Source: an optimization exercise on an open RTL-to-GDS flow (aim: small area, a short achievable clock period and few clock cycles per item). Production flows keep margins and buffers that such runs may drop.
Function was checked by simulation only, so behaviour that the tests miss may differ from the original.
Power figures rest on the tool's default switching activity, not on a simulated workload.

==> flow/design.v, too long to show whole: its modules and the start of the top module <==
// module sys_matmul_stream: 1040 lines
module sys_matmul_stream #(
  parameter int N      = 3,
  parameter int DW     = 8,
  parameter int ACC_W  = 2*DW + $clog2(N),
  parameter int SIGNED = 0
) (
  input  logic             CLK,
  input  logic             rst_n,
  input  logic             vld_in,
  output logic             rdy_in,
  input  logic [DW-1:0]    a,
  input  logic [DW-1:0]    b,
  input  logic             keep,
  output logic             vld_out,
  input  logic             rdy_out,
  output logic [ACC_W-1:0] c,
  output logic             last_out,
  output logic             busy,
  output logic [1:0]       dbg_state
);
  // ...
==> flow/run.sh <==
#!/bin/bash
# synth_recipe.tcl (not shown) runs the flow's synth.tcl, then flattens the netlist and writes it again
# the make line also repeats each setting of config.mk as NAME=value (left out here)
make -C /OpenROAD-flow-scripts/flow DESIGN_CONFIG=/design/flow/config.mk WORK_HOME=/design/flow/orfs CLKGATE_MAP_FILE= SYNTH_SCRIPT=/design/flow/synth_recipe.tcl finish
==> flow/config.mk <==
export PLATFORM = sky130hd
export DESIGN_NAME = sys_matmul_stream
export DESIGN_NICKNAME = sys_matmul_stream
export VERILOG_FILES = /design/flow/design.v
export SDC_FILE = /design/flow/constraint.sdc
export NUM_CORES = 4
export LEC_CHECK = 0
export ABC_CLOCK_PERIOD_IN_PS = 2800
export CAP_MARGIN = 20
export CORE_MARGIN = 2
export CORE_UTILIZATION = 40
export SETUP_SLACK_MARGIN = 5
export SLEW_MARGIN = 20
==> flow/constraint.sdc <==
create_clock -name core_clock -period 8.0 [get_ports {CLK}]
set_input_delay 1.6000 -clock core_clock [delete_from_list [all_inputs] [get_ports {CLK}]]
set_output_delay 1.6000 -clock core_clock [all_outputs]
set_load 0.01 [all_outputs]
==> run summary, run 1 <==
status complete, no violations; mux share of post-synthesis cell area 5.24%; 1st-iter DRT viols 785; first-pass GRT wire length 75.9 mm; area leader, netlist dfxtp_1; Clock Skew 0.0386 ns; max reg flops 144; Mapped Cells 1767; Post-Route WL 48.0 mm; top cell category flip-flops and latches; max layer used met4; Antenna Nets Post-Route 0; clock-pin slew on the worst setup and hold paths 0.07 ns; actual slew at the worst max-slew pin 1.01 ns; Max rail drop VDD 0.000179 V; clock tree cell share of total cell area 7.94%; synthesized area 0.0216 mm2; initial antenna violation count 1; Compound-Gate Fraction of Synth Area 4.93%; Reg2Reg Depth 7; I/O Buffers 44; # diodes 0; worst path arrival time 3.59 ns; P_clk 0.00279 W; Signal inverters 219; CP Capture Type flop; slowest CP cell a2111oi_4; die area 0.0558 mm2; CTS root buf clkbuf_16; final layout net count 2097; final max-slew violation count 0; number of max-cap violations 0; Largest regs L x144, R x72; crit-path cells buf_12 -> a211o_1 -> buf_6 -> a2111oi_4 -> and3_1 -> nor3_1 -> a32o_2 -> a2111oi_4 -> a221oi_1; row cnt 85; worst hold path depth 0; combinational power 0.00125 W; Finished Layout Cells 2614; Data buffer area share 3.06%; Non-Clock Buffer Count 87; CTS H-tree lvls 2; pre-CTS setup slack 3.05 ns; FFs w/ async S/R, synth 0%; Tapcell Cnt 696; top cells by area, synth dfxtp_1, fa_1, and2_1
Testbench counts, summed over its fixed seeds: cycles 14,488, items 1,600.
==> module sys_matmul_stream, before the edit <==
module sys_matmul_stream #(
  parameter int N      = 3,
  parameter int DW     = 8,
  parameter int ACC_W  = 2*DW + $clog2(N),
  parameter int SIGNED = 0
) (
  input  logic             CLK,
  input  logic             rst_n,
  input  logic             vld_in,
  output logic             rdy_in,
  input  logic [DW-1:0]    a,
  input  logic [DW-1:0]    b,
  input  logic             keep,
  output logic             vld_out,
  input  logic             rdy_out,
  output logic [ACC_W-1:0] c,
  output logic             last_out,
  output logic             busy,
  output logic [1:0]       dbg_state
);
  function automatic logic [8:0] rot1(input logic [8:0] x);
    rot1 = {x[7:0], x[8]};
  endfunction
  function automatic logic [8:0] rot2(input logic [8:0] x);
    rot2 = {x[6:0], x[8:7]};
  endfunction
  function automatic logic [8:0] rotm2(input logic [8:0] x);
    rotm2 = {x[1:0], x[8:2]};
  endfunction
  logic [8:0] ph;           
  logic [8:0] lb;           
  logic       lpar;         
  logic       lkeep;        
  logic       have_prev;    
  logic       cact;         
  logic       cfull;        
  logic [8:0] cp;           
  logic       cpar;
  logic       ckeep;
  logic [8:0] op;           
  logic [8:0] U;            
  logic       av, bv;       
  logic       akeep;
  logic       r_rdy, r_vld, r_last, r_busy, r_dbg0;
  logic [ACC_W-1:0] c_r;
  logic [DW-1:0] a_q, b_q;
  logic          v_q, wpar_q;
  logic [DW-1:0] R [9];
  logic [DW-1:0] E;
  logic [DW-1:0] W0b0 [2];      
  logic [DW-1:0] W0b1, W0b2;
  logic [DW-1:0] W1b0 [2];
  logic [DW-1:0] W1b1, W1b2;
  logic [DW-1:0] W2b0 [2];
  logic [DW-1:0] W2b1, W2b2;
  logic [ACC_W-1:0] L0s, L0c;
  logic [ACC_W-1:0] L [1:8];
  logic hs_in, hs_out;
  assign hs_in  = vld_in && r_rdy;
  assign hs_out = r_vld && rdy_out;
  logic [8:0] e_m;          
  logic       m_ready, m_fire;
  assign e_m = rot2(ph);
  assign m_ready = cfull || e_m[0] || ((e_m[1] || e_m[3] || e_m[4]) && lb[8]);
  assign m_fire  = cact && |(cp & e_m) && m_ready && !U[6];
  logic [8:0] ph_n, lb_n, cp_n, op_n, U_n;
  logic       lpar_n, lkeep_n, have_prev_n, cact_n, cfull_n, cpar_n, ckeep_n;
  logic       idle, hold;
  logic       vld_n, rdy_n, busy_n;
  logic [ACC_W-1:0] L1_n;
  assign idle = lb[0] && !cact && !(|U) && !av && !bv;
  function automatic logic rdy_calc(input logic [8:0] ph_x, input logic [8:0] lb_x,
                                    input logic cact_x, input logic cfull_x,
                                    input logic [8:0] cp_x, input logic u3,
                                    input logic u4, input logic u5);
    logic [8:0] done_b;    
    logic [8:0] at_b;      
    logic [8:0] at_b1;     
    logic [8:0] at_b2;     
    logic       ontrack, ok;
    done_b = 9'd0; at_b = 9'd0; at_b1 = 9'd0; at_b2 = 9'd0;
    if (lb_x[0])            begin done_b = 9'b111111110; at_b = 9'b000000001; end
    if (lb_x[1])            begin done_b = 9'b111110000; at_b = 9'b000001000; at_b1 = 9'b000000100; end
    if (lb_x[2])            begin done_b = 9'b110000000; at_b = 9'b001000000; at_b1 = 9'b000100000;
                                  at_b2 = 9'b000010000; end
    if (lb_x[3] || lb_x[6]) begin done_b = 9'b110000000; at_b = 9'b001000000; at_b1 = 9'b000100000; end
    if (lb_x[4] || lb_x[7]) begin done_b = 9'b100000000; at_b = 9'b010000000; at_b1 = 9'b001000000; end
    if (lb_x[5] || lb_x[8]) begin done_b = 9'b000000000; at_b = 9'b100000000; at_b1 = 9'b010000000; end
    ontrack = |(cp_x & rot2(ph_x));
    ok = !cact_x || !cfull_x || |(cp_x & done_b) ||
         (ontrack && |(cp_x & at_b) && !u5) ||
         (ontrack && |(cp_x & at_b1) && !u5 && !u4) ||
         (ontrack && |(cp_x & at_b2) && !u5 && !u4 && !u3);
    rdy_calc = |(ph_x & lb_x) && ok;
  endfunction
  always_comb begin
    hold        = !have_prev && idle && !hs_in;
    ph_n        = hold ? 9'd1 : rot1(ph);
    lb_n        = hs_in ? rot1(lb) : lb;
    lpar_n      = lpar ^ (hs_in && lb[8]);
    lkeep_n     = (hs_in && lb[0]) ? (keep && have_prev) : lkeep;
    have_prev_n = have_prev || (hs_in && lb[8]);
    cact_n      = cact;
    cp_n        = cp;
    cfull_n     = cfull;
    cpar_n      = cpar;
    ckeep_n     = ckeep;
    if (m_fire) begin
      cp_n = rot1(cp);
      if (cp[8]) cact_n = 1'b0;
    end
    if (hs_in && lb[6]) begin
      cact_n  = 1'b1;
      cp_n    = 9'd1;
      cfull_n = 1'b0;
      cpar_n  = lpar;
      ckeep_n = lkeep;
    end
    if (hs_in && lb[8]) cfull_n = 1'b1;
    op_n = hs_out ? rot1(op) : op;
    U_n  = {U[7:2], U[1] && !hs_out, U[0], bv || U[8]};
    vld_n  = |(op_n & rotm2(ph_n)) && U_n[1] &&
             !(cact_n && !cfull_n && ((op_n[0] && !cp_n[0]) || (op_n[1] && cp_n[2])));
    rdy_n  = rdy_calc(ph_n, lb_n, cact_n, cfull_n, cp_n, U[3], U[4], U[5]);
    busy_n = !lb_n[0] || cact_n || (|U_n) || m_fire || av;
  end
  always_ff @(posedge CLK) begin
    if (!rst_n) begin
      ph        <= 9'd1;
      lb        <= 9'd1;
      lpar      <= 1'b0;
      lkeep     <= 1'b0;
      have_prev <= 1'b0;
      cact      <= 1'b0;
      cfull     <= 1'b0;
      cp        <= 9'd1;
      cpar      <= 1'b0;
      ckeep     <= 1'b0;
      op        <= 9'd1;
      U         <= '0;
      av        <= 1'b0;
      bv        <= 1'b0;
      v_q       <= 1'b0;
      r_rdy     <= 1'b1;
      r_vld     <= 1'b0;
      r_last    <= 1'b0;
      r_busy    <= 1'b0;
      r_dbg0    <= 1'b0;
      c_r       <= '0;
    end else begin
      ph        <= ph_n;
      lb        <= lb_n;
      lpar      <= lpar_n;
      lkeep     <= lkeep_n;
      have_prev <= have_prev_n;
      cact      <= cact_n;
      cfull     <= cfull_n;
      cp        <= cp_n;
      cpar      <= cpar_n;
      ckeep     <= ckeep_n;
      op        <= op_n;
      U         <= U_n;
      av        <= m_fire;
      bv        <= av;
      v_q       <= hs_in;
      r_rdy     <= rdy_n;
      r_vld     <= vld_n;
      r_last    <= vld_n && op_n[8];
      r_busy    <= busy_n;
      r_dbg0    <= !rdy_n && !vld_n;
      c_r       <= vld_n ? L1_n : '0;
    end
  end
  logic wb0, wb1, wb2;      
  assign wb0 = v_q && (ph[1] || ph[2] || ph[3]);
  assign wb1 = v_q && (ph[4] || ph[5] || ph[6]);
  assign wb2 = v_q && (ph[7] || ph[8] || ph[0]);
  always_ff @(posedge CLK) begin
    a_q    <= a;
    b_q    <= b;
    wpar_q <= lpar;
    akeep  <= ckeep;
    R[0]   <= v_q ? a_q : R[8];
    for (int i = 1; i < 9; i++) R[i] <= R[i-1];
    E      <= R[8];
    W0b0[0] <= W1b0[0];
    W0b0[1] <= W1b0[1];
    W0b1   <= W1b1;
    W0b2   <= W1b2;
    W1b0[0] <= W2b0[0];
    W1b0[1] <= W2b0[1];
    W1b1   <= W2b1;
    W1b2   <= W2b2;
    W2b0[0] <= (wb0 && !wpar_q) ? b_q : W0b0[0];
    W2b0[1] <= (wb0 &&  wpar_q) ? b_q : W0b0[1];
    W2b1    <= wb1 ? b_q : W0b1;
    W2b2    <= wb2 ? b_q : W0b2;
  end
  logic [DW-1:0] x0, x1, x2, y0, y1, y2;
  logic rs0, rs1, rs2;      
  logic fwd_a, fwd_b;
  assign rs0   = m_fire && ph[7];
  assign rs1   = m_fire && ph[1];
  assign rs2   = m_fire && ph[4];
  assign fwd_a = v_q && ph[7];
  assign fwd_b = v_q && (ph[7] || ph[8] || ph[0]);
  always_comb begin
    if (ph[7])      begin x0 = R[5]; x1 = R[2]; x2 = fwd_a ? a_q : R[8]; end
    else if (ph[1]) begin x0 = R[7]; x1 = R[4]; x2 = R[1]; end
    else            begin x0 = E;    x1 = R[6]; x2 = R[3]; end
    y0 = W0b0[cpar];
    y1 = W0b1;
    y2 = fwd_b ? b_q : W0b2;
  end
  logic [DW-1:0] X0, X1, X2, Y0, Y1, Y2;
  always_ff @(posedge CLK) begin
    if (rs0 || rs1 || rs2) begin
      X0 <= x0; X1 <= x1; X2 <= x2;
    end
    Y0 <= y0; Y1 <= y1; Y2 <= y2;
  end
  logic [DW-1:0] pp0 [DW];
  logic [DW-1:0] pp1 [DW];
  logic [DW-1:0] pp2 [DW];
  logic [ACC_W-1:0] cpm;
  always_comb begin
    for (int i = 0; i < DW; i++) begin
      pp0[i] = X0[i] ? Y0 : '0;
      pp1[i] = X1[i] ? Y1 : '0;
      pp2[i] = X2[i] ? Y2 : '0;
    end
    cpm = akeep ? L[7] : '0;
  end
  logic [ACC_W-1:0] sum_r0, sum_r1;
  logic [3:0] ra0;
  logic [5:0] ra1;
  logic [5:0] ra2;
  logic [5:0] ra3;
  logic [5:0] ra4;
  logic [5:0] ra5;
  logic [5:0] ra6;
  logic [5:0] ra7;
  logic [5:0] ra8;
  logic [5:0] ra9;
  logic [5:0] ra10;
  logic [5:0] ra11;
  logic [5:0] ra12;
  logic [5:0] ra13;
  logic [5:0] ra14;
  logic [1:0] ra15;
  logic [0:0] ra16;
  logic [0:0] ra17;
  logic tas1;
  logic tac2;
  logic tas3;
  logic tac4;
  logic tas5;
  logic tac6;
  logic tas7;
  logic tac8;
  logic tas9;
  logic tac10;
  logic tas11;
  logic tac12;
  logic tas13;
  logic tac14;
  logic tas15;
  logic tac16;
  logic tas17;
  logic tac18;
  logic tas19;
  logic tac20;
  logic tas21;
  logic tac22;
  logic tas23;
  logic tac24;
  logic tas25;
  logic tac26;
  logic tas27;
  logic tac28;
  logic tas29;
  logic tac30;
  logic tas31;
  logic tac32;
  logic tas33;
  logic tac34;
  logic tas35;
  logic tac36;
  logic tas37;
  logic tac38;
  logic tas39;
  logic tac40;
  logic tas41;
  logic tac42;
  logic tas43;
  logic tac44;
  logic tas45;
  logic tac46;
  logic tas47;
  logic tac48;
  logic tas49;
  logic tac50;
  logic tas51;
  logic tac52;
  logic tas53;
  logic tac54;
  logic tas55;
  logic tac56;
  logic tas57;
  logic tac58;
  logic tas59;
  logic tac60;
  logic tas61;
  logic tac62;
  logic tas63;
  logic tac64;
  logic tas65;
  logic tac66;
  logic tas67;
  logic tac68;
  logic tas69;
  logic tac70;
  logic tas71;
  logic tac72;
  logic tas73;
  logic tac74;
  logic tas75;
  logic tac76;
  logic tas77;
  logic tac78;
  logic tas79;
  logic tac80;
  logic tas81;
  logic tac82;
  logic tas83;
  logic tac84;
  logic tas85;
  logic tac86;
  logic tas87;
  logic tac88;
  logic tas89;
  logic tac90;
  logic tas91;
  logic tac92;
  logic tas93;
  logic tac94;
  logic tas95;
  logic tac96;
  logic tas97;
  logic tac98;
  logic tas99;
  logic tac100;
  logic tas101;
  logic tac102;
  logic tas103;
  logic tac104;
  logic tas105;
  logic tac106;
  logic tas107;
  logic tac108;
  logic tas109;
  logic tac110;
  logic tas111;
  logic tac112;
  logic tas113;
  logic tac114;
  logic tas115;
  logic tac116;
  logic tas117;
  logic tac118;
  logic tas119;
  logic tac120;
  logic tas121;
  logic tac122;
  logic tas123;
  logic tac124;
  logic tas125;
  logic tac126;
  logic tas127;
  logic tac128;
  logic tas129;
  logic tac130;
  logic tas131;
  logic tac132;
  logic tas133;
  logic tac134;
  logic tas135;
  logic tac136;
  logic tas137;
  logic tac138;
  logic tas139;
  logic tac140;
  logic tas141;
  logic tac142;
  logic tas143;
  logic tac144;
  logic tas145;
  logic tac146;
  logic tas147;
  logic tac148;
  logic tas149;
  logic tac150;
  logic tas151;
  logic tac152;
  logic tas153;
  logic tac154;
  logic tas155;
  logic tac156;
  logic tas157;
  logic tac158;
  logic tas159;
  logic tac160;
  logic tas161;
  logic tac162;
  logic tas163;
  logic tac164;
  logic tas165;
  logic tac166;
  logic tas167;
  logic tac168;
  logic tas169;
  logic tac170;
  logic tas171;
  logic tac172;
  logic tas173;
  logic tac174;
  logic tas175;
  logic tac176;
  logic tas177;
  logic tac178;
  logic tas179;
  logic tac180;
  logic tas181;
  logic tac182;
  logic tas183;
  logic tac184;
  logic tas185;
  logic tac186;
  logic tas187;
  logic tac188;
  logic tas189;
  logic tac190;
  logic tas191;
  logic tac192;
  logic tas193;
  logic tac194;
  logic tas195;
  logic tac196;
  logic tas197;
  logic tac198;
  logic tas199;
  logic tac200;
  logic tas201;
  logic tac202;
  logic tas203;
  logic tac204;
  logic tas205;
  logic tac206;
  logic tas207;
  logic tac208;
  logic tas209;
  logic tac210;
  logic tas211;
  logic tac212;
  logic tas213;
  logic tac214;
  logic tas215;
  logic tac216;
  logic tas217;
  logic tac218;
  logic tas219;
  logic tac220;
  logic tas221;
  logic tac222;
  logic tas223;
  logic tac224;
  logic tas225;
  logic tac226;
  logic tas227;
  logic tac228;
  logic tas229;
  logic tac230;
  logic tas231;
  logic tac232;
  logic tas233;
  logic tac234;
  logic tas235;
  logic tac236;
  logic tas237;
  logic tac238;
  logic tas239;
  logic tac240;
  logic tas241;
  logic tac242;
  logic tas243;
  logic tac244;
  logic tas245;
  logic tac246;
  logic tas247;
  logic tac248;
  logic tas249;
  logic tac250;
  logic tas251;
  logic tac252;
  logic tas253;
  logic tac254;
  logic tas255;
  logic tac256;
  logic tbs257;
  logic tbc258;
  logic tbs259;
  logic tbc260;
  logic tbs261;
  logic tbc262;
  logic tbs263;
  logic tbc264;
  logic tbs265;
  logic tbc266;
  logic tbs267;
  logic tbc268;
  logic tbs269;
  logic tbc270;
  logic tbs271;
  logic tbc272;
  logic tbs273;
  logic tbc274;
  logic tbs275;
  logic tbc276;
  logic tbs277;
  logic tbc278;
  logic tbs279;
  logic tbc280;
  logic tbs281;
  logic tbc282;
  logic tbs283;
  logic tbc284;
  logic tbs285;
  logic tbc286;
  logic tbs287;
  logic tbc288;
  logic tbs289;
  logic tbc290;
  logic tbs291;
  logic tbc292;
  logic tbs293;
  logic tbc294;
  logic tbs295;
  logic tbc296;
  logic tbs297;
  logic tbc298;
  logic tbs299;
  logic tbc300;
  logic tbs301;
  logic tbc302;
  logic tbs303;
  logic tbc304;
  logic tbs305;
  logic tbc306;
  logic tbs307;
  logic tbc308;
  logic tbs309;
  logic tbc310;
  logic tbs311;
  logic tbc312;
  logic tbs313;
  logic tbc314;
  logic tbs315;
  logic tbc316;
  logic tbs317;
  logic tbc318;
  logic tbs319;
  logic tbc320;
  logic tbs321;
  logic tbc322;
  logic tbs323;
  logic tbc324;
  logic tbs325;
  logic tbc326;
  logic tbs327;
  logic tbc328;
  logic tbs329;
  logic tbc330;
  logic tbs331;
  logic tbc332;
  logic tbs333;
  logic tbc334;
  logic tbs335;
  logic tbc336;
  logic tbs337;
  logic tbc338;
  logic tbs339;
  logic tbc340;
  logic tbs341;
  logic tbc342;
  logic tbs343;
  logic tbc344;
  logic tbs345;
  logic tbc346;
  logic tbs347;
  logic tbc348;
  logic tbs349;
  logic tbc350;
  logic tbs351;
  logic tbc352;
  logic tbs353;
  logic tbc354;
  logic tbs355;
  logic tbc356;
  logic tbs357;
  logic tbc358;
  logic tbs359;
  logic tbc360;
  logic tbs361;
  logic tbc362;
  logic tbs363;
  logic tbc364;
  logic tbs365;
  logic tbc366;
  logic tbs367;
  logic tbc368;
  logic tbs369;
  logic tbc370;
  logic tbs371;
  logic tbc372;
  logic tbs373;
  logic tbc374;
  logic tbs375;
  logic tbc376;
  assign tas1 = pp0[0][6] ^ pp0[1][5] ^ pp0[2][4];
  assign tac2 = (pp0[0][6] & pp0[1][5]) | (pp0[0][6] & pp0[2][4]) | (pp0[1][5] & pp0[2][4]);
  assign tas3 = pp0[3][3] ^ pp0[4][2];
  assign tac4 = pp0[3][3] & pp0[4][2];
  assign tas5 = pp0[0][7] ^ pp0[1][6] ^ pp0[2][5];
  assign tac6 = (pp0[0][7] & pp0[1][6]) | (pp0[0][7] & pp0[2][5]) | (pp0[1][6] & pp0[2][5]);
  assign tas7 = pp0[3][4] ^ pp0[4][3] ^ pp0[5][2];
  assign tac8 = (pp0[3][4] & pp0[4][3]) | (pp0[3][4] & pp0[5][2]) | (pp0[4][3] & pp0[5][2]);
  assign tas9 = pp0[6][1] ^ pp0[7][0] ^ pp1[0][7];
  assign tac10 = (pp0[6][1] & pp0[7][0]) | (pp0[6][1] & pp1[0][7]) | (pp0[7][0] & pp1[0][7]);
  assign tas11 = pp1[1][6] ^ pp1[2][5] ^ pp1[3][4];
  assign tac12 = (pp1[1][6] & pp1[2][5]) | (pp1[1][6] & pp1[3][4]) | (pp1[2][5] & pp1[3][4]);
  assign tas13 = pp0[1][7] ^ pp0[2][6] ^ pp0[3][5];
  assign tac14 = (pp0[1][7] & pp0[2][6]) | (pp0[1][7] & pp0[3][5]) | (pp0[2][6] & pp0[3][5]);
  assign tas15 = pp0[4][4] ^ pp0[5][3] ^ pp0[6][2];
  assign tac16 = (pp0[4][4] & pp0[5][3]) | (pp0[4][4] & pp0[6][2]) | (pp0[5][3] & pp0[6][2]);
  assign tas17 = pp0[7][1] ^ pp1[1][7] ^ pp1[2][6];
  assign tac18 = (pp0[7][1] & pp1[1][7]) | (pp0[7][1] & pp1[2][6]) | (pp1[1][7] & pp1[2][6]);
  assign tas19 = pp1[3][5] ^ pp1[4][4];
  assign tac20 = pp1[3][5] & pp1[4][4];
  assign tas21 = pp0[2][7] ^ pp0[3][6] ^ pp0[4][5];
  assign tac22 = (pp0[2][7] & pp0[3][6]) | (pp0[2][7] & pp0[4][5]) | (pp0[3][6] & pp0[4][5]);
  assign tas23 = pp0[5][4] ^ pp0[6][3] ^ pp0[7][2];
  assign tac24 = (pp0[5][4] & pp0[6][3]) | (pp0[5][4] & pp0[7][2]) | (pp0[6][3] & pp0[7][2]);
  assign tas25 = pp0[0][4] ^ pp0[1][3] ^ pp0[2][2];
  assign tac26 = (pp0[0][4] & pp0[1][3]) | (pp0[0][4] & pp0[2][2]) | (pp0[1][3] & pp0[2][2]);
  assign tas27 = pp0[3][1] ^ pp0[4][0];
  assign tac28 = pp0[3][1] & pp0[4][0];
  assign tas29 = pp0[0][5] ^ pp0[1][4] ^ pp0[2][3];
  assign tac30 = (pp0[0][5] & pp0[1][4]) | (pp0[0][5] & pp0[2][3]) | (pp0[1][4] & pp0[2][3]);
  assign tas31 = pp0[3][2] ^ pp0[4][1] ^ pp0[5][0];
  assign tac32 = (pp0[3][2] & pp0[4][1]) | (pp0[3][2] & pp0[5][0]) | (pp0[4][1] & pp0[5][0]);
  assign tas33 = pp1[0][5] ^ pp1[1][4] ^ pp1[2][3];
  assign tac34 = (pp1[0][5] & pp1[1][4]) | (pp1[0][5] & pp1[2][3]) | (pp1[1][4] & pp1[2][3]);
  assign tas35 = pp1[3][2] ^ pp1[4][1] ^ pp1[5][0];
  assign tac36 = (pp1[3][2] & pp1[4][1]) | (pp1[3][2] & pp1[5][0]) | (pp1[4][1] & pp1[5][0]);
  assign tas37 = pp0[5][1] ^ pp0[6][0] ^ pp1[0][6];
  assign tac38 = (pp0[5][1] & pp0[6][0]) | (pp0[5][1] & pp1[0][6]) | (pp0[6][0] & pp1[0][6]);
  assign tas39 = pp1[1][5] ^ pp1[2][4] ^ pp1[3][3];
  assign tac40 = (pp1[1][5] & pp1[2][4]) | (pp1[1][5] & pp1[3][3]) | (pp1[2][4] & pp1[3][3]);
  assign tas41 = pp1[4][2] ^ pp1[5][1] ^ pp1[6][0];
  assign tac42 = (pp1[4][2] & pp1[5][1]) | (pp1[4][2] & pp1[6][0]) | (pp1[5][1] & pp1[6][0]);
  assign tas43 = pp2[0][6] ^ pp2[1][5] ^ pp2[2][4];
  assign tac44 = (pp2[0][6] & pp2[1][5]) | (pp2[0][6] & pp2[2][4]) | (pp2[1][5] & pp2[2][4]);
  assign tas45 = pp2[3][3] ^ pp2[4][2] ^ pp2[5][1];
  assign tac46 = (pp2[3][3] & pp2[4][2]) | (pp2[3][3] & pp2[5][1]) | (pp2[4][2] & pp2[5][1]);
  assign tas47 = pp1[4][3] ^ pp1[5][2] ^ pp1[6][1];
  assign tac48 = (pp1[4][3] & pp1[5][2]) | (pp1[4][3] & pp1[6][1]) | (pp1[5][2] & pp1[6][1]);
  assign tas49 = pp1[7][0] ^ pp2[0][7] ^ pp2[1][6];
  assign tac50 = (pp1[7][0] & pp2[0][7]) | (pp1[7][0] & pp2[1][6]) | (pp2[0][7] & pp2[1][6]);
  assign tas51 = pp2[2][5] ^ pp2[3][4] ^ pp2[4][3];
  assign tac52 = (pp2[2][5] & pp2[3][4]) | (pp2[2][5] & pp2[4][3]) | (pp2[3][4] & pp2[4][3]);
  assign tas53 = pp2[5][2] ^ pp2[6][1] ^ pp2[7][0];
  assign tac54 = (pp2[5][2] & pp2[6][1]) | (pp2[5][2] & pp2[7][0]) | (pp2[6][1] & pp2[7][0]);
  assign tas55 = cpm[7] ^ tas5 ^ tas7;
  assign tac56 = (cpm[7] & tas5) | (cpm[7] & tas7) | (tas5 & tas7);
  assign tas57 = tas9 ^ tas11;
  assign tac58 = tas9 & tas11;
  assign tas59 = pp1[5][3] ^ pp1[6][2] ^ pp1[7][1];
  assign tac60 = (pp1[5][3] & pp1[6][2]) | (pp1[5][3] & pp1[7][1]) | (pp1[6][2] & pp1[7][1]);
  assign tas61 = pp2[1][7] ^ pp2[2][6] ^ pp2[3][5];
  assign tac62 = (pp2[1][7] & pp2[2][6]) | (pp2[1][7] & pp2[3][5]) | (pp2[2][6] & pp2[3][5]);
  assign tas63 = pp2[4][4] ^ pp2[5][3] ^ pp2[6][2];
  assign tac64 = (pp2[4][4] & pp2[5][3]) | (pp2[4][4] & pp2[6][2]) | (pp2[5][3] & pp2[6][2]);
  assign tas65 = pp2[7][1] ^ cpm[8] ^ tas13;
  assign tac66 = (pp2[7][1] & cpm[8]) | (pp2[7][1] & tas13) | (cpm[8] & tas13);
  assign tas67 = tas15 ^ tas17 ^ tas19;
  assign tac68 = (tas15 & tas17) | (tas15 & tas19) | (tas17 & tas19);
  assign tas69 = tac6 ^ tac8 ^ tac10;
  assign tac70 = (tac6 & tac8) | (tac6 & tac10) | (tac8 & tac10);
  assign tas71 = pp1[2][7] ^ pp1[3][6] ^ pp1[4][5];
  assign tac72 = (pp1[2][7] & pp1[3][6]) | (pp1[2][7] & pp1[4][5]) | (pp1[3][6] & pp1[4][5]);
  assign tas73 = pp1[5][4] ^ pp1[6][3] ^ pp1[7][2];
  assign tac74 = (pp1[5][4] & pp1[6][3]) | (pp1[5][4] & pp1[7][2]) | (pp1[6][3] & pp1[7][2]);
  assign tas75 = pp2[2][7] ^ pp2[3][6] ^ pp2[4][5];
  assign tac76 = (pp2[2][7] & pp2[3][6]) | (pp2[2][7] & pp2[4][5]) | (pp2[3][6] & pp2[4][5]);
  assign tas77 = pp2[5][4] ^ pp2[6][3] ^ pp2[7][2];
  assign tac78 = (pp2[5][4] & pp2[6][3]) | (pp2[5][4] & pp2[7][2]) | (pp2[6][3] & pp2[7][2]);
  assign tas79 = cpm[9] ^ tas21 ^ tas23;
  assign tac80 = (cpm[9] & tas21) | (cpm[9] & tas23) | (tas21 & tas23);
  assign tas81 = tac14 ^ tac16 ^ tac18;
  assign tac82 = (tac14 & tac16) | (tac14 & tac18) | (tac16 & tac18);
  assign tas83 = pp0[3][7] ^ pp0[4][6] ^ pp0[5][5];
  assign tac84 = (pp0[3][7] & pp0[4][6]) | (pp0[3][7] & pp0[5][5]) | (pp0[4][6] & pp0[5][5]);
  assign tas85 = pp0[6][4] ^ pp0[7][3] ^ pp1[3][7];
  assign tac86 = (pp0[6][4] & pp0[7][3]) | (pp0[6][4] & pp1[3][7]) | (pp0[7][3] & pp1[3][7]);
  assign tas87 = pp1[4][6] ^ pp1[5][5] ^ pp1[6][4];
  assign tac88 = (pp1[4][6] & pp1[5][5]) | (pp1[4][6] & pp1[6][4]) | (pp1[5][5] & pp1[6][4]);
  assign tas89 = pp1[7][3] ^ pp2[3][7] ^ pp2[4][6];
  assign tac90 = (pp1[7][3] & pp2[3][7]) | (pp1[7][3] & pp2[4][6]) | (pp2[3][7] & pp2[4][6]);
  assign tas91 = pp2[5][5] ^ pp2[6][4] ^ pp2[7][3];
  assign tac92 = (pp2[5][5] & pp2[6][4]) | (pp2[5][5] & pp2[7][3]) | (pp2[6][4] & pp2[7][3]);
  assign tas93 = cpm[10] ^ tac22;
  assign tac94 = cpm[10] & tac22;
  assign tas95 = pp0[4][7] ^ pp0[5][6] ^ pp0[6][5];
  assign tac96 = (pp0[4][7] & pp0[5][6]) | (pp0[4][7] & pp0[6][5]) | (pp0[5][6] & pp0[6][5]);
  assign tas97 = pp0[7][4] ^ pp1[4][7] ^ pp1[5][6];
  assign tac98 = (pp0[7][4] & pp1[4][7]) | (pp0[7][4] & pp1[5][6]) | (pp1[4][7] & pp1[5][6]);
  assign tas99 = pp1[6][5] ^ pp1[7][4] ^ pp2[4][7];
  assign tac100 = (pp1[6][5] & pp1[7][4]) | (pp1[6][5] & pp2[4][7]) | (pp1[7][4] & pp2[4][7]);
  assign tas101 = pp0[0][2] ^ pp0[1][1];
  assign tac102 = pp0[0][2] & pp0[1][1];
  assign tas103 = pp0[0][3] ^ pp0[1][2] ^ pp0[2][1];
  assign tac104 = (pp0[0][3] & pp0[1][2]) | (pp0[0][3] & pp0[2][1]) | (pp0[1][2] & pp0[2][1]);
  assign tas105 = pp0[3][0] ^ pp1[0][3] ^ pp1[1][2];
  assign tac106 = (pp0[3][0] & pp1[0][3]) | (pp0[3][0] & pp1[1][2]) | (pp1[0][3] & pp1[1][2]);
  assign tas107 = pp1[2][1] ^ pp1[3][0];
  assign tac108 = pp1[2][1] & pp1[3][0];
  assign tas109 = pp1[0][4] ^ pp1[1][3] ^ pp1[2][2];
  assign tac110 = (pp1[0][4] & pp1[1][3]) | (pp1[0][4] & pp1[2][2]) | (pp1[1][3] & pp1[2][2]);
  assign tas111 = pp1[3][1] ^ pp1[4][0] ^ pp2[0][4];
  assign tac112 = (pp1[3][1] & pp1[4][0]) | (pp1[3][1] & pp2[0][4]) | (pp1[4][0] & pp2[0][4]);
  assign tas113 = pp2[1][3] ^ pp2[2][2] ^ pp2[3][1];
  assign tac114 = (pp2[1][3] & pp2[2][2]) | (pp2[1][3] & pp2[3][1]) | (pp2[2][2] & pp2[3][1]);
  assign tas115 = pp2[4][0] ^ cpm[4];
  assign tac116 = pp2[4][0] & cpm[4];
  assign tas117 = pp2[0][5] ^ pp2[1][4] ^ pp2[2][3];
  assign tac118 = (pp2[0][5] & pp2[1][4]) | (pp2[0][5] & pp2[2][3]) | (pp2[1][4] & pp2[2][3]);
  assign tas119 = pp2[3][2] ^ pp2[4][1] ^ pp2[5][0];
  assign tac120 = (pp2[3][2] & pp2[4][1]) | (pp2[3][2] & pp2[5][0]) | (pp2[4][1] & pp2[5][0]);
  assign tas121 = cpm[5] ^ tas29 ^ tas31;
  assign tac122 = (cpm[5] & tas29) | (cpm[5] & tas31) | (tas29 & tas31);
  assign tas123 = tas33 ^ tas35 ^ tac26;
  assign tac124 = (tas33 & tas35) | (tas33 & tac26) | (tas35 & tac26);
  assign tas125 = pp2[6][0] ^ cpm[6] ^ tas1;
  assign tac126 = (pp2[6][0] & cpm[6]) | (pp2[6][0] & tas1) | (cpm[6] & tas1);
  assign tas127 = tas3 ^ tas37 ^ tas39;
  assign tac128 = (tas3 & tas37) | (tas3 & tas39) | (tas37 & tas39);
  assign tas129 = tas41 ^ tas43 ^ tas45;
  assign tac130 = (tas41 & tas43) | (tas41 & tas45) | (tas43 & tas45);
  assign tas131 = tac30 ^ tac32 ^ tac34;
  assign tac132 = (tac30 & tac32) | (tac30 & tac34) | (tac32 & tac34);
  assign tas133 = tac2 ^ tac4 ^ tas47;
  assign tac134 = (tac2 & tac4) | (tac2 & tas47) | (tac4 & tas47);
  assign tas135 = tas49 ^ tas51 ^ tas53;
  assign tac136 = (tas49 & tas51) | (tas49 & tas53) | (tas51 & tas53);
  assign tas137 = tas55 ^ tas57 ^ tac38;
  assign tac138 = (tas55 & tas57) | (tas55 & tac38) | (tas57 & tac38);
  assign tas139 = tac40 ^ tac42 ^ tac44;
  assign tac140 = (tac40 & tac42) | (tac40 & tac44) | (tac42 & tac44);
  assign tas141 = tac12 ^ tas59 ^ tas61;
  assign tac142 = (tac12 & tas59) | (tac12 & tas61) | (tas59 & tas61);
  assign tas143 = tas63 ^ tas65 ^ tas67;
  assign tac144 = (tas63 & tas65) | (tas63 & tas67) | (tas65 & tas67);
  assign tas145 = tas69 ^ tac48 ^ tac50;
  assign tac146 = (tas69 & tac48) | (tas69 & tac50) | (tac48 & tac50);
  assign tas147 = tac52 ^ tac54 ^ tac56;
  assign tac148 = (tac52 & tac54) | (tac52 & tac56) | (tac54 & tac56);
  assign tas149 = tac20 ^ tas71 ^ tas73;
  assign tac150 = (tac20 & tas71) | (tac20 & tas73) | (tas71 & tas73);
  assign tas151 = tas75 ^ tas77 ^ tas79;
  assign tac152 = (tas75 & tas77) | (tas75 & tas79) | (tas77 & tas79);
  assign tas153 = tas81 ^ tac60 ^ tac62;
  assign tac154 = (tas81 & tac60) | (tas81 & tac62) | (tac60 & tac62);
  assign tas155 = tac64 ^ tac66 ^ tac68;
  assign tac156 = (tac64 & tac66) | (tac64 & tac68) | (tac66 & tac68);
  assign tas157 = tac24 ^ tas83 ^ tas85;
  assign tac158 = (tac24 & tas83) | (tac24 & tas85) | (tas83 & tas85);
  assign tas159 = tas87 ^ tas89 ^ tas91;
  assign tac160 = (tas87 & tas89) | (tas87 & tas91) | (tas89 & tas91);
  assign tas161 = tas93 ^ tac72 ^ tac74;
  assign tac162 = (tas93 & tac72) | (tas93 & tac74) | (tac72 & tac74);
  assign tas163 = tac76 ^ tac78 ^ tac80;
  assign tac164 = (tac76 & tac78) | (tac76 & tac80) | (tac78 & tac80);
  assign tas165 = pp2[5][6] ^ pp2[6][5] ^ pp2[7][4];
  assign tac166 = (pp2[5][6] & pp2[6][5]) | (pp2[5][6] & pp2[7][4]) | (pp2[6][5] & pp2[7][4]);
  assign tas167 = cpm[11] ^ tas95 ^ tas97;
  assign tac168 = (cpm[11] & tas95) | (cpm[11] & tas97) | (tas95 & tas97);
  assign tas169 = tas99 ^ tac84 ^ tac86;
  assign tac170 = (tas99 & tac84) | (tas99 & tac86) | (tac84 & tac86);
  assign tas171 = tac88 ^ tac90 ^ tac92;
  assign tac172 = (tac88 & tac90) | (tac88 & tac92) | (tac90 & tac92);
  assign tas173 = pp0[5][7] ^ pp0[6][6] ^ pp0[7][5];
  assign tac174 = (pp0[5][7] & pp0[6][6]) | (pp0[5][7] & pp0[7][5]) | (pp0[6][6] & pp0[7][5]);
  assign tas175 = pp1[5][7] ^ pp1[6][6] ^ pp1[7][5];
  assign tac176 = (pp1[5][7] & pp1[6][6]) | (pp1[5][7] & pp1[7][5]) | (pp1[6][6] & pp1[7][5]);
  assign tas177 = pp2[5][7] ^ pp2[6][6] ^ pp2[7][5];
  assign tac178 = (pp2[5][7] & pp2[6][6]) | (pp2[5][7] & pp2[7][5]) | (pp2[6][6] & pp2[7][5]);
  assign tas179 = cpm[12] ^ tac96 ^ tac98;
  assign tac180 = (cpm[12] & tac96) | (cpm[12] & tac98) | (tac96 & tac98);
  assign tas181 = pp0[6][7] ^ pp0[7][6] ^ pp1[6][7];
  assign tac182 = (pp0[6][7] & pp0[7][6]) | (pp0[6][7] & pp1[6][7]) | (pp0[7][6] & pp1[6][7]);
  assign tas183 = pp0[0][1] ^ pp0[1][0];
  assign tac184 = pp0[0][1] & pp0[1][0];
  assign tas185 = pp0[2][0] ^ pp1[0][2] ^ pp1[1][1];
  assign tac186 = (pp0[2][0] & pp1[0][2]) | (pp0[2][0] & pp1[1][1]) | (pp1[0][2] & pp1[1][1]);
  assign tas187 = pp1[2][0] ^ pp2[0][2] ^ pp2[1][1];
  assign tac188 = (pp1[2][0] & pp2[0][2]) | (pp1[2][0] & pp2[1][1]) | (pp2[0][2] & pp2[1][1]);
  assign tas189 = pp2[0][3] ^ pp2[1][2] ^ pp2[2][1];
  assign tac190 = (pp2[0][3] & pp2[1][2]) | (pp2[0][3] & pp2[2][1]) | (pp2[1][2] & pp2[2][1]);
  assign tas191 = pp2[3][0] ^ cpm[3] ^ tas103;
  assign tac192 = (pp2[3][0] & cpm[3]) | (pp2[3][0] & tas103) | (cpm[3] & tas103);
  assign tas193 = tas105 ^ tas107;
  assign tac194 = tas105 & tas107;
  assign tas195 = tas25 ^ tas27 ^ tas109;
  assign tac196 = (tas25 & tas27) | (tas25 & tas109) | (tas27 & tas109);
  assign tas197 = tas111 ^ tas113 ^ tas115;
  assign tac198 = (tas111 & tas113) | (tas111 & tas115) | (tas113 & tas115);
  assign tas199 = tac104 ^ tac106 ^ tac108;
  assign tac200 = (tac104 & tac106) | (tac104 & tac108) | (tac106 & tac108);
  assign tas201 = tac28 ^ tas117 ^ tas119;
  assign tac202 = (tac28 & tas117) | (tac28 & tas119) | (tas117 & tas119);
  assign tas203 = tas121 ^ tas123 ^ tac110;
  assign tac204 = (tas121 & tas123) | (tas121 & tac110) | (tas123 & tac110);
  assign tas205 = tac112 ^ tac114 ^ tac116;
  assign tac206 = (tac112 & tac114) | (tac112 & tac116) | (tac114 & tac116);
  assign tas207 = tac36 ^ tas125 ^ tas127;
  assign tac208 = (tac36 & tas125) | (tac36 & tas127) | (tas125 & tas127);
  assign tas209 = tas129 ^ tas131 ^ tac118;
  assign tac210 = (tas129 & tas131) | (tas129 & tac118) | (tas131 & tac118);
  assign tas211 = tac120 ^ tac122 ^ tac124;
  assign tac212 = (tac120 & tac122) | (tac120 & tac124) | (tac122 & tac124);
  assign tas213 = tac46 ^ tas133 ^ tas135;
  assign tac214 = (tac46 & tas133) | (tac46 & tas135) | (tas133 & tas135);
  assign tas215 = tas137 ^ tas139 ^ tac126;
  assign tac216 = (tas137 & tas139) | (tas137 & tac126) | (tas139 & tac126);
  assign tas217 = tac128 ^ tac130 ^ tac132;
  assign tac218 = (tac128 & tac130) | (tac128 & tac132) | (tac130 & tac132);
  assign tas219 = tac58 ^ tas141 ^ tas143;
  assign tac220 = (tac58 & tas141) | (tac58 & tas143) | (tas141 & tas143);
  assign tas221 = tas145 ^ tas147 ^ tac134;
  assign tac222 = (tas145 & tas147) | (tas145 & tac134) | (tas147 & tac134);
  assign tas223 = tac136 ^ tac138 ^ tac140;
  assign tac224 = (tac136 & tac138) | (tac136 & tac140) | (tac138 & tac140);
  assign tas225 = tac70 ^ tas149 ^ tas151;
  assign tac226 = (tac70 & tas149) | (tac70 & tas151) | (tas149 & tas151);
  assign tas227 = tas153 ^ tas155 ^ tac142;
  assign tac228 = (tas153 & tas155) | (tas153 & tac142) | (tas155 & tac142);
  assign tas229 = tac144 ^ tac146 ^ tac148;
  assign tac230 = (tac144 & tac146) | (tac144 & tac148) | (tac146 & tac148);
  assign tas231 = tac82 ^ tas157 ^ tas159;
  assign tac232 = (tac82 & tas157) | (tac82 & tas159) | (tas157 & tas159);
  assign tas233 = tas161 ^ tas163 ^ tac150;
  assign tac234 = (tas161 & tas163) | (tas161 & tac150) | (tas163 & tac150);
  assign tas235 = tac152 ^ tac154 ^ tac156;
  assign tac236 = (tac152 & tac154) | (tac152 & tac156) | (tac154 & tac156);
  assign tas237 = tac94 ^ tas165 ^ tas167;
  assign tac238 = (tac94 & tas165) | (tac94 & tas167) | (tas165 & tas167);
  assign tas239 = tas169 ^ tas171 ^ tac158;
  assign tac240 = (tas169 & tas171) | (tas169 & tac158) | (tas171 & tac158);
  assign tas241 = tac160 ^ tac162 ^ tac164;
  assign tac242 = (tac160 & tac162) | (tac160 & tac164) | (tac162 & tac164);
  assign tas243 = tac100 ^ tas173 ^ tas175;
  assign tac244 = (tac100 & tas173) | (tac100 & tas175) | (tas173 & tas175);
  assign tas245 = tas177 ^ tas179 ^ tac166;
  assign tac246 = (tas177 & tas179) | (tas177 & tac166) | (tas179 & tac166);
  assign tas247 = tac168 ^ tac170 ^ tac172;
  assign tac248 = (tac168 & tac170) | (tac168 & tac172) | (tac170 & tac172);
  assign tas249 = pp1[7][6] ^ pp2[6][7] ^ pp2[7][6];
  assign tac250 = (pp1[7][6] & pp2[6][7]) | (pp1[7][6] & pp2[7][6]) | (pp2[6][7] & pp2[7][6]);
  assign tas251 = cpm[13] ^ tas181 ^ tac174;
  assign tac252 = (cpm[13] & tas181) | (cpm[13] & tac174) | (tas181 & tac174);
  assign tas253 = tac176 ^ tac178 ^ tac180;
  assign tac254 = (tac176 & tac178) | (tac176 & tac180) | (tac178 & tac180);
  assign tas255 = pp0[7][7] ^ pp1[7][7] ^ pp2[7][7];
  assign tac256 = (pp0[7][7] & pp1[7][7]) | (pp0[7][7] & pp2[7][7]) | (pp1[7][7] & pp2[7][7]);
  always_ff @(posedge CLK) begin
    ra0 <= {cpm[0], pp2[0][0], pp1[0][0], pp0[0][0]};
    ra1 <= {tas183, cpm[1], pp2[1][0], pp2[0][1], pp1[1][0], pp1[0][1]};
    ra2 <= {tac184, tas187, tas185, tas101, cpm[2], pp2[2][0]};
    ra3 <= {tac188, tac186, tas193, tas191, tas189, tac102};
    ra4 <= {tac194, tac192, tac190, tas199, tas197, tas195};
    ra5 <= {tac200, tac198, tac196, tas205, tas203, tas201};
    ra6 <= {tac206, tac204, tac202, tas211, tas209, tas207};
    ra7 <= {tac212, tac210, tac208, tas217, tas215, tas213};
    ra8 <= {tac218, tac216, tac214, tas223, tas221, tas219};
    ra9 <= {tac224, tac222, tac220, tas229, tas227, tas225};
    ra10 <= {tac230, tac228, tac226, tas235, tas233, tas231};
    ra11 <= {tac236, tac234, tac232, tas241, tas239, tas237};
    ra12 <= {tac242, tac240, tac238, tas247, tas245, tas243};
    ra13 <= {tac248, tac246, tac244, tas253, tas251, tas249};
    ra14 <= {tac254, tac252, tac250, tas255, tac182, cpm[14]};
    ra15 <= {tac256, cpm[15]};
    ra16 <= {cpm[16]};
    ra17 <= {cpm[17]};
  end
  assign tbs257 = ra1[0] ^ ra1[1] ^ ra1[2];
  assign tbc258 = (ra1[0] & ra1[1]) | (ra1[0] & ra1[2]) | (ra1[1] & ra1[2]);
  assign tbs259 = ra2[0] ^ ra2[1] ^ ra2[2];
  assign tbc260 = (ra2[0] & ra2[1]) | (ra2[0] & ra2[2]) | (ra2[1] & ra2[2]);
  assign tbs261 = ra2[3] ^ ra2[4];
  assign tbc262 = ra2[3] & ra2[4];
  assign tbs263 = ra3[0] ^ ra3[1] ^ ra3[2];
  assign tbc264 = (ra3[0] & ra3[1]) | (ra3[0] & ra3[2]) | (ra3[1] & ra3[2]);
  assign tbs265 = ra3[3] ^ ra3[4] ^ ra3[5];
  assign tbc266 = (ra3[3] & ra3[4]) | (ra3[3] & ra3[5]) | (ra3[4] & ra3[5]);
  assign tbs267 = ra4[0] ^ ra4[1] ^ ra4[2];
  assign tbc268 = (ra4[0] & ra4[1]) | (ra4[0] & ra4[2]) | (ra4[1] & ra4[2]);
  assign tbs269 = ra4[3] ^ ra4[4] ^ ra4[5];
  assign tbc270 = (ra4[3] & ra4[4]) | (ra4[3] & ra4[5]) | (ra4[4] & ra4[5]);
  assign tbs271 = ra5[0] ^ ra5[1] ^ ra5[2];
  assign tbc272 = (ra5[0] & ra5[1]) | (ra5[0] & ra5[2]) | (ra5[1] & ra5[2]);
  assign tbs273 = ra5[3] ^ ra5[4] ^ ra5[5];
  assign tbc274 = (ra5[3] & ra5[4]) | (ra5[3] & ra5[5]) | (ra5[4] & ra5[5]);
  assign tbs275 = ra6[0] ^ ra6[1] ^ ra6[2];
  assign tbc276 = (ra6[0] & ra6[1]) | (ra6[0] & ra6[2]) | (ra6[1] & ra6[2]);
  assign tbs277 = ra6[3] ^ ra6[4] ^ ra6[5];
  assign tbc278 = (ra6[3] & ra6[4]) | (ra6[3] & ra6[5]) | (ra6[4] & ra6[5]);
  assign tbs279 = ra7[0] ^ ra7[1] ^ ra7[2];
  assign tbc280 = (ra7[0] & ra7[1]) | (ra7[0] & ra7[2]) | (ra7[1] & ra7[2]);
  assign tbs281 = ra7[3] ^ ra7[4] ^ ra7[5];
  assign tbc282 = (ra7[3] & ra7[4]) | (ra7[3] & ra7[5]) | (ra7[4] & ra7[5]);
  assign tbs283 = ra8[0] ^ ra8[1] ^ ra8[2];
  assign tbc284 = (ra8[0] & ra8[1]) | (ra8[0] & ra8[2]) | (ra8[1] & ra8[2]);
  assign tbs285 = ra8[3] ^ ra8[4] ^ ra8[5];
  assign tbc286 = (ra8[3] & ra8[4]) | (ra8[3] & ra8[5]) | (ra8[4] & ra8[5]);
  assign tbs287 = ra9[0] ^ ra9[1] ^ ra9[2];
  assign tbc288 = (ra9[0] & ra9[1]) | (ra9[0] & ra9[2]) | (ra9[1] & ra9[2]);
  assign tbs289 = ra9[3] ^ ra9[4] ^ ra9[5];
  assign tbc290 = (ra9[3] & ra9[4]) | (ra9[3] & ra9[5]) | (ra9[4] & ra9[5]);
  assign tbs291 = ra10[0] ^ ra10[1] ^ ra10[2];
  assign tbc292 = (ra10[0] & ra10[1]) | (ra10[0] & ra10[2]) | (ra10[1] & ra10[2]);
  assign tbs293 = ra10[3] ^ ra10[4] ^ ra10[5];
  assign tbc294 = (ra10[3] & ra10[4]) | (ra10[3] & ra10[5]) | (ra10[4] & ra10[5]);
  assign tbs295 = ra11[0] ^ ra11[1] ^ ra11[2];
  assign tbc296 = (ra11[0] & ra11[1]) | (ra11[0] & ra11[2]) | (ra11[1] & ra11[2]);
  assign tbs297 = ra11[3] ^ ra11[4] ^ ra11[5];
  assign tbc298 = (ra11[3] & ra11[4]) | (ra11[3] & ra11[5]) | (ra11[4] & ra11[5]);
  assign tbs299 = ra12[0] ^ ra12[1] ^ ra12[2];
  assign tbc300 = (ra12[0] & ra12[1]) | (ra12[0] & ra12[2]) | (ra12[1] & ra12[2]);
  assign tbs301 = ra12[3] ^ ra12[4] ^ ra12[5];
  assign tbc302 = (ra12[3] & ra12[4]) | (ra12[3] & ra12[5]) | (ra12[4] & ra12[5]);
  assign tbs303 = ra13[0] ^ ra13[1] ^ ra13[2];
  assign tbc304 = (ra13[0] & ra13[1]) | (ra13[0] & ra13[2]) | (ra13[1] & ra13[2]);
  assign tbs305 = ra13[3] ^ ra13[4] ^ ra13[5];
  assign tbc306 = (ra13[3] & ra13[4]) | (ra13[3] & ra13[5]) | (ra13[4] & ra13[5]);
  assign tbs307 = ra14[0] ^ ra14[1] ^ ra14[2];
  assign tbc308 = (ra14[0] & ra14[1]) | (ra14[0] & ra14[2]) | (ra14[1] & ra14[2]);
  assign tbs309 = ra14[3] ^ ra14[4] ^ ra14[5];
  assign tbc310 = (ra14[3] & ra14[4]) | (ra14[3] & ra14[5]) | (ra14[4] & ra14[5]);
  assign tbs311 = ra0[0] ^ ra0[1];
  assign tbc312 = ra0[0] & ra0[1];
  assign tbs313 = ra1[3] ^ ra1[4] ^ ra1[5];
  assign tbc314 = (ra1[3] & ra1[4]) | (ra1[3] & ra1[5]) | (ra1[4] & ra1[5]);
  assign tbs315 = ra2[5] ^ tbs259 ^ tbs261;
  assign tbc316 = (ra2[5] & tbs259) | (ra2[5] & tbs261) | (tbs259 & tbs261);
  assign tbs317 = tbs263 ^ tbs265 ^ tbc260;
  assign tbc318 = (tbs263 & tbs265) | (tbs263 & tbc260) | (tbs265 & tbc260);
  assign tbs319 = tbs267 ^ tbs269 ^ tbc264;
  assign tbc320 = (tbs267 & tbs269) | (tbs267 & tbc264) | (tbs269 & tbc264);
  assign tbs321 = tbs271 ^ tbs273 ^ tbc268;
  assign tbc322 = (tbs271 & tbs273) | (tbs271 & tbc268) | (tbs273 & tbc268);
  assign tbs323 = tbs275 ^ tbs277 ^ tbc272;
  assign tbc324 = (tbs275 & tbs277) | (tbs275 & tbc272) | (tbs277 & tbc272);
  assign tbs325 = tbs279 ^ tbs281 ^ tbc276;
  assign tbc326 = (tbs279 & tbs281) | (tbs279 & tbc276) | (tbs281 & tbc276);
  assign tbs327 = tbs283 ^ tbs285 ^ tbc280;
  assign tbc328 = (tbs283 & tbs285) | (tbs283 & tbc280) | (tbs285 & tbc280);
  assign tbs329 = tbs287 ^ tbs289 ^ tbc284;
  assign tbc330 = (tbs287 & tbs289) | (tbs287 & tbc284) | (tbs289 & tbc284);
  assign tbs331 = tbs291 ^ tbs293 ^ tbc288;
  assign tbc332 = (tbs291 & tbs293) | (tbs291 & tbc288) | (tbs293 & tbc288);
  assign tbs333 = tbs295 ^ tbs297 ^ tbc292;
  assign tbc334 = (tbs295 & tbs297) | (tbs295 & tbc292) | (tbs297 & tbc292);
  assign tbs335 = tbs299 ^ tbs301 ^ tbc296;
  assign tbc336 = (tbs299 & tbs301) | (tbs299 & tbc296) | (tbs301 & tbc296);
  assign tbs337 = tbs303 ^ tbs305 ^ tbc300;
  assign tbc338 = (tbs303 & tbs305) | (tbs303 & tbc300) | (tbs305 & tbc300);
  assign tbs339 = tbs307 ^ tbs309 ^ tbc304;
  assign tbc340 = (tbs307 & tbs309) | (tbs307 & tbc304) | (tbs309 & tbc304);
  assign tbs341 = ra15[0] ^ ra15[1] ^ tbc308;
  assign tbc342 = (ra15[0] & ra15[1]) | (ra15[0] & tbc308) | (ra15[1] & tbc308);
  assign tbs343 = ra0[2] ^ ra0[3];
  assign tbc344 = ra0[2] & ra0[3];
  assign tbs345 = tbs257 ^ tbs313 ^ tbc312;
  assign tbc346 = (tbs257 & tbs313) | (tbs257 & tbc312) | (tbs313 & tbc312);
  assign tbs347 = tbc258 ^ tbs315 ^ tbc314;
  assign tbc348 = (tbc258 & tbs315) | (tbc258 & tbc314) | (tbs315 & tbc314);
  assign tbs349 = tbc262 ^ tbs317 ^ tbc316;
  assign tbc350 = (tbc262 & tbs317) | (tbc262 & tbc316) | (tbs317 & tbc316);
  assign tbs351 = tbc266 ^ tbs319 ^ tbc318;
  assign tbc352 = (tbc266 & tbs319) | (tbc266 & tbc318) | (tbs319 & tbc318);
  assign tbs353 = tbc270 ^ tbs321 ^ tbc320;
  assign tbc354 = (tbc270 & tbs321) | (tbc270 & tbc320) | (tbs321 & tbc320);
  assign tbs355 = tbc274 ^ tbs323 ^ tbc322;
  assign tbc356 = (tbc274 & tbs323) | (tbc274 & tbc322) | (tbs323 & tbc322);
  assign tbs357 = tbc278 ^ tbs325 ^ tbc324;
  assign tbc358 = (tbc278 & tbs325) | (tbc278 & tbc324) | (tbs325 & tbc324);
  assign tbs359 = tbc282 ^ tbs327 ^ tbc326;
  assign tbc360 = (tbc282 & tbs327) | (tbc282 & tbc326) | (tbs327 & tbc326);
  assign tbs361 = tbc286 ^ tbs329 ^ tbc328;
  assign tbc362 = (tbc286 & tbs329) | (tbc286 & tbc328) | (tbs329 & tbc328);
  assign tbs363 = tbc290 ^ tbs331 ^ tbc330;
  assign tbc364 = (tbc290 & tbs331) | (tbc290 & tbc330) | (tbs331 & tbc330);
  assign tbs365 = tbc294 ^ tbs333 ^ tbc332;
  assign tbc366 = (tbc294 & tbs333) | (tbc294 & tbc332) | (tbs333 & tbc332);
  assign tbs367 = tbc298 ^ tbs335 ^ tbc334;
  assign tbc368 = (tbc298 & tbs335) | (tbc298 & tbc334) | (tbs335 & tbc334);
  assign tbs369 = tbc302 ^ tbs337 ^ tbc336;
  assign tbc370 = (tbc302 & tbs337) | (tbc302 & tbc336) | (tbs337 & tbc336);
  assign tbs371 = tbc306 ^ tbs339 ^ tbc338;
  assign tbc372 = (tbc306 & tbs339) | (tbc306 & tbc338) | (tbs339 & tbc338);
  assign tbs373 = tbc310 ^ tbs341 ^ tbc340;
  assign tbc374 = (tbc310 & tbs341) | (tbc310 & tbc340) | (tbs341 & tbc340);
  assign tbs375 = ra16[0] ^ tbc342;
  assign tbc376 = ra16[0] & tbc342;
  assign sum_r0 = {ra17[0], tbs375, tbs373, tbs371, tbs369, tbs367, tbs365, tbs363, tbs361, tbs359, tbs357, tbs355, tbs353, tbs351, tbs349, tbs347, tbs345, tbs311};
  assign sum_r1 = {tbc376, tbc374, tbc372, tbc370, tbc368, tbc366, tbc364, tbc362, tbc360, tbc358, tbc356, tbc354, tbc352, tbc350, tbc348, tbc346, tbc344, tbs343};
  assign L1_n = L0s + L0c;
  always_ff @(posedge CLK) begin
    L0s  <= bv ? sum_r0 : L[8];
    L0c  <= bv ? sum_r1 : '0;
    L[1] <= L1_n;
    for (int i = 2; i <= 8; i++) L[i] <= L[i-1];
  end
  assign rdy_in    = r_rdy;
  assign vld_out   = r_vld;
  assign last_out  = r_last;
  assign busy      = r_busy;
  assign dbg_state = {r_vld, r_dbg0};
  assign c         = c_r;
endmodule
==> run 2, diff against run 1 <==
--- a/flow/design.v
+++ b/flow/design.v
@@ -93,6 +93,28 @@
          (ontrack && |(cp_x & at_b2) && !u5 && !u4 && !u3);
     rdy_calc = |(ph_x & lb_x) && ok;
   endfunction
+  logic [8:0] cp_m;         
+  logic       cact_m;
+  logic [8:0] ph_h0;        
+  logic       rdy_h1, rdy_h0, vld_o1, vld_o0, blk_o1, blk_o0, clr, busy_b;
+  logic       cact_h1, cfull_h1;
+  logic [8:0] cp_h1;
+  always_comb begin
+    cp_m   = m_fire ? rot1(cp) : cp;
+    cact_m = cact && !(m_fire && cp[8]);
+    cact_h1  = cact_m || lb[6];
+    cfull_h1 = lb[6] ? 1'b0 : (cfull || lb[8]);
+    cp_h1    = lb[6] ? 9'd1 : cp_m;
+    rdy_h1   = rdy_calc(rot1(ph), rot1(lb), cact_h1, cfull_h1, cp_h1, U[3], U[4], U[5]);
+    ph_h0    = (!have_prev && idle) ? 9'd1 : rot1(ph);
+    rdy_h0   = rdy_calc(ph_h0, lb, cact_m, cfull, cp_m, U[3], U[4], U[5]);
+    blk_o1 = cact_m && !cfull && ((op[8] && !cp_m[0]) || (op[0] && cp_m[2]));
+    blk_o0 = cact_m && !cfull && ((op[0] && !cp_m[0]) || (op[1] && cp_m[2]));
+    vld_o1 = |(rot1(op) & rotm2(rot1(ph))) && U[0];
+    vld_o0 = |(op & rotm2(rot1(ph))) && U[0];
+    clr    = hs_in && (lb[6] || lb[8]);
+    busy_b = !lb[0] || cact_m || (|U[8:2]) || U[0] || bv || m_fire || av;
+  end
   always_comb begin
     hold        = !have_prev && idle && !hs_in;
     ph_n        = hold ? 9'd1 : rot1(ph);
@@ -100,15 +122,11 @@
     lpar_n      = lpar ^ (hs_in && lb[8]);
     lkeep_n     = (hs_in && lb[0]) ? (keep && have_prev) : lkeep;
     have_prev_n = have_prev || (hs_in && lb[8]);
-    cact_n      = cact;
-    cp_n        = cp;
+    cact_n      = cact_m;
+    cp_n        = cp_m;
     cfull_n     = cfull;
     cpar_n      = cpar;
     ckeep_n     = ckeep;
-    if (m_fire) begin
-      cp_n = rot1(cp);
-      if (cp[8]) cact_n = 1'b0;
-    end
     if (hs_in && lb[6]) begin
       cact_n  = 1'b1;
       cp_n    = 9'd1;
@@ -117,12 +135,11 @@
       ckeep_n = lkeep;
     end
     if (hs_in && lb[8]) cfull_n = 1'b1;
-    op_n = hs_out ? rot1(op) : op;
-    U_n  = {U[7:2], U[1] && !hs_out, U[0], bv || U[8]};
-    vld_n  = |(op_n & rotm2(ph_n)) && U_n[1] &&
-             !(cact_n && !cfull_n && ((op_n[0] && !cp_n[0]) || (op_n[1] && cp_n[2])));
-    rdy_n  = rdy_calc(ph_n, lb_n, cact_n, cfull_n, cp_n, U[3], U[4], U[5]);
-    busy_n = !lb_n[0] || cact_n || (|U_n) || m_fire || av;
+    op_n   = hs_out ? rot1(op) : op;
+    U_n    = {U[7:2], U[1] && !hs_out, U[0], bv || U[8]};
+    vld_n  = hs_out ? (vld_o1 && (!blk_o1 || clr)) : (vld_o0 && (!blk_o0 || clr));
+    rdy_n  = hs_in ? rdy_h1 : rdy_h0;
+    busy_n = hs_in || busy_b || (U[1] && !hs_out);
   end
   always_ff @(posedge CLK) begin
     if (!rst_n) begin
@@ -165,7 +182,7 @@
       v_q       <= hs_in;
       r_rdy     <= rdy_n;
       r_vld     <= vld_n;
-      r_last    <= vld_n && op_n[8];
+      r_last    <= hs_out ? (vld_o1 && (!blk_o1 || clr) && op[7]) : (vld_o0 && (!blk_o0 || clr) && op[8]);
       r_busy    <= busy_n;
       r_dbg0    <= !rdy_n && !vld_n;
       c_r       <= vld_n ? L1_n : '0;
==> flow/flow/run.sh (new file) <==
#!/bin/bash
# Standard layout with a tighter timing-repair target.
echo "export SETUP_SLACK_MARGIN = 5.4" >> config.mk
echo "export ABC_CLOCK_PERIOD_IN_PS = 2500" >> config.mk
bash standard.sh > standard_run.log 2>&1
==> flow/standard.sh (new file) <==
#!/bin/bash
# synth_recipe.tcl (not shown) runs the flow's synth.tcl, then flattens the netlist and writes it again
# the make line also repeats each setting of config.mk as NAME=value (left out here)
make -C /OpenROAD-flow-scripts/flow DESIGN_CONFIG=/design/flow/config.mk WORK_HOME=/design/flow/orfs CLKGATE_MAP_FILE= SYNTH_SCRIPT=/design/flow/synth_recipe.tcl "${@:-finish}"
--- a/flow/config.mk
+++ b/flow/config.mk
@@ -5,9 +5,9 @@
 export SDC_FILE = /design/flow/constraint.sdc
 export NUM_CORES = 4
 export LEC_CHECK = 0
-export ABC_CLOCK_PERIOD_IN_PS = 2800
 export CAP_MARGIN = 20
 export CORE_MARGIN = 2
 export CORE_UTILIZATION = 40
-export SETUP_SLACK_MARGIN = 5
 export SLEW_MARGIN = 20
+export SETUP_SLACK_MARGIN = 5.4
+export ABC_CLOCK_PERIOD_IN_PS = 2500
removed: flow/run.sh
==> run summary, run 2 <==
crit path to ra7[1] (was r_dbg0); top cells by area, synth dfxtp_1, fa_1, and2_1 (unchanged); clk buf depth 3 (unchanged); number of max-cap violations 0 (unchanged); RSZ-0062 raised after global routing true (unchanged); #FFs+latches synth 584 (unchanged); total power 0.00737 W (was 0.00746 W); relative slew slack 38.3% (was 32.4%); max reg flops 144 (unchanged); Setup CP Type flop to flop (was input port to flop); Clock Skew 0.0228 ns (was 0.0386 ns); Antenna Nets Post-Route 0 (unchanged); initial antenna violation count 0 (was 1); CP Capture Type flop (unchanged); DRC errors left 0 (unchanged); row cnt 85 (unchanged); worst-skew pair later-pin latency 0.62 ns (about the same); first drt pass iteration count 5 (unchanged); most common cell after layout, fill and taps aside dfxtp_1 (unchanged); max frequency 345 MHz (was 321 MHz); reg2reg start X0[5] (was X0[7]); cts-stage hold buffer count 0 (unchanged); GP Congestion 0.852 (was 0.894); Reg2Reg Depth 6 (was 7); Max rail drop VDD 0.000177 V (was 0.000179 V); most used standard cell by instance count after synthesis dfxtp_1 (unchanged); synth-to-layout area growth 18.8% (was 16.8%); Starting Density 40.6% (was 40.3%); gr usage total 17.9% (was 17.6%); WL/cell 18.2 um (was 18.4 um); area leader, netlist dfxtp_1 (unchanged); Critical Path RT 8.48 ns (about the same); I/O Buffers 44 (unchanged); Biggest register L (unchanged); hold crit path type flop to flop (unchanged); R2R setup slack 5.10 ns (was 5.07 ns); Tcrit/Tclk final 36.3% (was 38.9%); FFs w/ async S/R, synth 0% (unchanged); Mean Syn Cell Area 11.9 um2 (was 12.2 um2); CTS root buf clkbuf_16 (unchanged); syn nets 2065 (was 1994); Critical Path Fanout Max 5 (was 7); number of global-route vias before repair 14083 (was 13472); final setup violation count 0 (unchanged); CP startpoint X0[5] (was vld_in); Top FF cell, synth dfxtp_1 (unchanged); status complete, no violations (unchanged); CP Launch Type flop (was input port); share of cells above drive strength 1 19.6% (was 13.5%); largest net degree at the start of global routing 57 (was 54); Post-Route WL 49.1 mm (was 48.0 mm); minimum clock period 2.90 ns (was 3.11 ns); Vias/cell 4.85 (was 4.76); Core Region 0.0539 mm2 (was 0.0536 mm2); Post-synth EDFFs 24 (unchanged); final layout net count 2186 (was 2097); CTS sink cnt 584 (unchanged); I/O pin total 45 (unchanged); synthesized area 0.0219 mm2 (was 0.0216 mm2); power density over the cells 283 mW/mm2 (was 296 mW/mm2); leak pwr 11.2 nW (was 11.0 nW); worst path arrival time 3.38 ns (was 3.59 ns); Die Span Y 238 um (was 236 um); GRT overflow 0 (unchanged); FF-to-FF End ra7[1] (was ra8[0]); Largest regs L x144, R x72 (unchanged); final max-slew violation count 0 (unchanged); CTS tree done (unchanged); Fin Setup TNS 0 ns (unchanged); Post-synth top cells dfxtp_1, inv_1, and2_1 (unchanged); Mapped Cells 1838 (was 1767); most frequent cells in the layout dfxtp_1, inv_1, and2_1 (unchanged); CTS H-tree lvls 2 (unchanged); Ys Warns 9 (unchanged); first-pass GRT wire length 78.1 mm (was 75.9 mm); placed wire-length estimate 33.9 mm (about the same); TritonCTS buffer count 57 (unchanged); DR vias 13105 (was 12434); 1st-iter DRT viols 733 (was 785); Hold Violations, Final 0 (unchanged); # diodes 0 (unchanged); post-synthesis cell type count 74 (was 69); actual slew at the worst max-slew pin 0.922 ns (was 1.01 ns); die width 238 um (was 236 um); clock-pin slew on the worst setup and hold paths 0.06 ns (was 0.07 ns); die area 0.0566 mm2 (was 0.0558 mm2); Synth top area share 51.2% (was 51.9%); sequential fraction of the synthesis area 54.5% (was 55.3%)
-- run 2: cell count changes in the layout (fill, tap and decap cells not counted), moves of 12 or more --
cell,delta
a21boi_0,+17
and3_1,-12
buf_4,+18
buf_6,+29
dfxtp_1,-34
dfxtp_2,+28
dlygate4sd2_1,-23
fa_1,-13
fa_2,+13
inv_1,-12
nand2_1,+48
-- run 2: what timing repair did --
action / in CTS / in global routing
pin swaps: 26 / 28
gates resized for setup: 199 / 52
cloned: 2 / 0
setup buffers: 44 / 19
endpoints found under the setup margin: 98 / 79
-- run 2: cells by family (layout without fill, tap and decap cells) --
logic type	Yosys count	after routing	share of synthesized area, %
compound gates	187	187	6.08
xor+xnor	13	13	0.520
fa+ha+maj	206	206	17.8
buf+inv	269	437	4.73
flops	584	584	54.5
mux	96	96	4.77
simple gates	483	483	11.6
-- run 2: area by class of cell --
type | count | area (um2)
tap | 696 | 871
clock inverter | 25 | 299
inverter | 215 | 807
sequential | 584 | 12000
fill | 4808 | 27900
timing repair buffer | 116 | 1110
multi-input combinational | 985 | 9250
clock buffer | 81 | 1690
-- run 2: report_power, final --
group	switching [W]	total, W	internal [W]
logic	0.000681	0.00123	0.000548
registers	0.000185	0.00339	0.00321
clock network	0.00114	0.00275	0.00161
-- run 2: worst min path at each step --
stage | from | endpoint | slack, ns | cells past startpoint
floorplan | L[1][0] | L[2][0] | 0.31 | 0
global placement | W2b1[0] | W1b1[0] | 0.31 | 0
detailed placement | L[1][11] | L[2][11] | 0.31 | 0
CTS | L[2][2] | L[3][2] | 0.31 | 0
global route | L[2][2] | L[3][2] | 0.32 | 0
finish | L[2][2] | L[3][2] | 0.31 | 0
-- run 2: layer usage --
| layer | up-vias | part of all wire (%) | track usage, % |
|---|---|---|---|
| li1 | 6138 | - | - |
| met1 | 6578 | 43 | 22.5 |
| met2 | 294 | 49 | 31.3 |
| met3 | 95 | 3.9 | 2.42 |
| met4 | 0 | 3.2 | 6.59 |
| met5 | - | 0 | 0 |
-- run 2: stage by stage --
| step | hold WS [ns] | cell area, um2 | setup WS (ns) | utilization (%) | std cells |
|---|---|---|---|---|---|
| floorplan | 0.310 | 22000 | 5.21 | - | 1838 |
| global placement | 0.310 | 23100 | 4.23 | 42.8 | 2531 |
| detailed placement | 0.312 | 23100 | 4.15 | 42.8 | 2531 |
| CTS | 0.314 | 25700 | 5.12 | 47.7 | 2683 |
| global route | 0.321 | 26000 | 5.03 | 48.3 | 2702 |
| finish | 0.314 | 26000 | 5.10 | 48.3 | 2702 |
-- run 2: worst max-delay path: stages, from the launching register on --
cell and delay [ns]:
edfxtp_1 0.47, buf_4 0.20, and2_4 0.15, fa_1 0.53, fa_1 0.44, fa_1 0.54
fa_2 0.44
Testbench counts of run 2, summed over its fixed seeds: cycles 14,488, items 1,600.
